Source: an optimization exercise on an open RTL-to-GDS flow (aim: small area). Production flows keep margins and buffers that such runs may drop.
Where RTL was checked, it was by simulation tests only, not by an equivalence proof against the original.

==> inputs of v20 <==
==> flow/design.v (excerpt) <==
module debug_io_top #(
    parameter int FAST_CLK_BIT  = 2,
    parameter int SLOW_CLK_BIT  = 20,
    parameter int SCAN_DIV_BITS = 10,
    parameter int DEBOUNCE_LEN  = 8
) (
    input  logic                           clk,
    input  logic                           rst,
    input  logic [15:0]                    switch,
    input  logic [io_pkg::NUM_BUTTONS-1:0] btn,
    input  logic                           cosim_valid,
    input  logic [657:0]                   cosim_core_info,
    input  logic [63:0]                    cosim_mem_info,
    output logic                           clk_core,
    output logic [7:0]                     cs,
    output logic [7:0]                     an
);
    io_pkg::panel_switch_t sw;
    assign sw = io_pkg::panel_switch_t'(switch);
    logic       fast_clk;
    logic       slow_clk;
    logic       scan_tick;
    logic [2:0] digit;
    logic       step;
    logic [7:0] digit_oh;
    logic [3:0] nibble;
    clock_divider #(
        .FAST_CLK_BIT  (FAST_CLK_BIT),
        .SLOW_CLK_BIT  (SLOW_CLK_BIT),
        .SCAN_DIV_BITS (SCAN_DIV_BITS)
    ) u_clock_divider (
        .clk       (clk),
        .rst       (rst),
        .fast_clk  (fast_clk),
        .slow_clk  (slow_clk),
        .scan_tick (scan_tick),
        .digit     (digit)
  ...
==> module field_decode, before the edit <==
module field_decode #(
    parameter int NF = 11,
    parameter logic [5*NF-1:0] CODES = '0
) (
    input  logic          seen,
    input  logic [4:0]    field_sel,
    input  logic          word_half,
    output logic [NF-1:0] f_lo,
    output logic [NF-1:0] f_hi,
    output logic [5:0]    f_nar
);
    always_comb begin
        for (int i = 0; i < NF; i++) begin
            f_lo[i] = seen && field_sel == CODES[5*i +: 5] && !word_half;
            f_hi[i] = seen && field_sel == CODES[5*i +: 5] &&  word_half;
        end
        f_nar[0] = seen && field_sel == 5'd2  && !word_half;
        f_nar[1] = seen && field_sel == 5'd4  && !word_half;
        f_nar[2] = seen && field_sel == 5'd12 && !word_half;
        f_nar[3] = seen && field_sel == 5'd8  && !word_half;
        f_nar[4] = seen && field_sel == 5'd11 && !word_half;
        f_nar[5] = seen && field_sel == 5'd14 && !word_half;
    end
endmodule
clock: 15.0 ns
lec_check: 0
cap_margin: 0
core_margin: 2
core_utilization: 65
slew_margin: 0
synth_hierarchical: 1
buffer_ports_args: -buffer_cell sky130_fd_sc_hd__buf_1
cts_args: -sink_clustering_enable -repair_clock_nets -sink_clustering_size 24 -sink_clustering_max_diameter 50 -buf_list sky130_fd_sc_hd__clkbuf_8 -dont_use_dummy_load
standard.sh (not shown) runs the stock make flow with config.mk's settings and CLKGATE_MAP_FILE= SYNTH_SCRIPT=/design/flow/synth_recipe.tcl, a recipe that flattens the netlist after the stock synthesis.
==> flow/flow/run.sh <==
#!/bin/bash
set -euo pipefail
cd "$(dirname "$0")/.."
cat >> config.mk <<'EOC'
export BUFFER_PORTS_ARGS = -buffer_cell sky130_fd_sc_hd__buf_1
export CTS_ARGS = -sink_clustering_enable -repair_clock_nets -sink_clustering_size 24 -sink_clustering_max_diameter 50 -buf_list sky130_fd_sc_hd__clkbuf_8 -dont_use_dummy_load
EOC
bash standard.sh synth > synth.log 2>&1
bash standard.sh > layout.log 2>&1
==> v27 (differences from v20) <==
--- a/flow/design.v
+++ b/flow/design.v
@@ -245,6 +245,12 @@
     end
     assign y = ~&n;
 endmodule
+module nor2_g (
+    input  logic a, b,
+    output logic y
+);
+    assign y = ~(a | b);
+endmodule
 module field_decode #(
     parameter int NF = 11,
     parameter logic [5*NF-1:0] CODES = '0
@@ -256,18 +262,25 @@
     output logic [NF-1:0] f_hi,
     output logic [5:0]    f_nar
 );
+    logic [7:0] hi_n;    
+    logic [7:0] lo_n;    
     always_comb begin
-        for (int i = 0; i < NF; i++) begin
-            f_lo[i] = seen && field_sel == CODES[5*i +: 5] && !word_half;
-            f_hi[i] = seen && field_sel == CODES[5*i +: 5] &&  word_half;
+        for (int j = 0; j < 8; j++) begin
+            hi_n[j] = ~(seen && {word_half, field_sel[4:3]} == 3'(j));
+            lo_n[j] = ~(field_sel[2:0] == 3'(j));
         end
-        f_nar[0] = seen && field_sel == 5'd2  && !word_half;
-        f_nar[1] = seen && field_sel == 5'd4  && !word_half;
-        f_nar[2] = seen && field_sel == 5'd12 && !word_half;
-        f_nar[3] = seen && field_sel == 5'd8  && !word_half;
-        f_nar[4] = seen && field_sel == 5'd11 && !word_half;
-        f_nar[5] = seen && field_sel == 5'd14 && !word_half;
     end
+    for (genvar i = 0; i < NF; i++) begin : g_full
+        localparam logic [4:0] C = CODES[5*i +: 5];
+        nor2_g u_lo (.a(hi_n[{1'b0, C[4:3]}]), .b(lo_n[C[2:0]]), .y(f_lo[i]));
+        nor2_g u_hi (.a(hi_n[{1'b1, C[4:3]}]), .b(lo_n[C[2:0]]), .y(f_hi[i]));
+    end
+    nor2_g u_n0 (.a(hi_n[0]), .b(lo_n[2]), .y(f_nar[0]));
+    nor2_g u_n1 (.a(hi_n[0]), .b(lo_n[4]), .y(f_nar[1]));
+    nor2_g u_n2 (.a(hi_n[1]), .b(lo_n[4]), .y(f_nar[2]));
+    nor2_g u_n3 (.a(hi_n[1]), .b(lo_n[0]), .y(f_nar[3]));
+    nor2_g u_n4 (.a(hi_n[1]), .b(lo_n[3]), .y(f_nar[4]));
+    nor2_g u_n5 (.a(hi_n[1]), .b(lo_n[6]), .y(f_nar[5]));
 endmodule
 module trace_select (
     input  logic                               clk,
==> flow/flow/run.sh (replaced) <==
#!/bin/bash
set -euo pipefail
cd "$(dirname "$0")/.."
cat >> config.mk <<'EOC'
export BUFFER_PORTS_ARGS = -buffer_cell sky130_fd_sc_hd__buf_1
export CTS_ARGS = -sink_clustering_enable -repair_clock_nets -sink_clustering_size 18 -sink_clustering_max_diameter 90 -buf_list sky130_fd_sc_hd__clkbuf_8 -dont_use_dummy_load
EOC
bash standard.sh synth > synth.log 2>&1
bash standard.sh > layout.log 2>&1
==> flow/config.mk (replaced) <==
export PLATFORM = sky130hd
export DESIGN_NAME = debug_io_top
export DESIGN_NICKNAME = debug_io_top
export VERILOG_FILES = /design/flow/design.v
export SDC_FILE = /design/flow/constraint.sdc
export NUM_CORES = 4
export LEC_CHECK = 0
export CAP_MARGIN = 20
export CORE_MARGIN = 2
export CORE_UTILIZATION = 40
export SLEW_MARGIN = 20
export SYNTH_HIERARCHICAL = 1
export BUFFER_PORTS_ARGS = -buffer_cell sky130_fd_sc_hd__buf_1
export CTS_ARGS = -sink_clustering_enable -repair_clock_nets -sink_clustering_size 18 -sink_clustering_max_diameter 90 -buf_list sky130_fd_sc_hd__clkbuf_8 -dont_use_dummy_load
==> summary of the runs <==
v20 ended with an error in I/O pin placement (3_2_place_iop) on PPL-0024. v27 finished with timing, DRC and antenna clean.
In synthesized cell count, v20 and v27 hardly differ.
Area after synthesis is about the same in v27 and v20.
Function not checked in v27: the RTL went through the layout flow alone.

port drivers added, routing unchanged:
How much do the figures lean on ideal ports? The routed layout below was timed once more, with nothing changed but the port constraints.
Step 1 assumes that a clkbuf_16 drives the clock port and a buf_2 every other input.
Step 2 times the ports against the registers' clock, not the clock port: input delays grow and output delays shrink by t, the midpoint of the rising clock arrivals with the driver on.
a / b / c = ideal / step 1 / step 2; a / b = the first two.
run: v27
t (ns): 0.713
setup slack, ns: 5.555 / 5.463 / 5.463
slew at the worst register clock pin (ns): 0.12 / 0.12
worst data-port slew with drivers (ns): 0.14
cell pins on the clock port's net: 1
After both steps v27 still meets setup and hold. The setup slack of v27 moves by -0.092 ns with the drivers and by -0.092 ns with both steps.
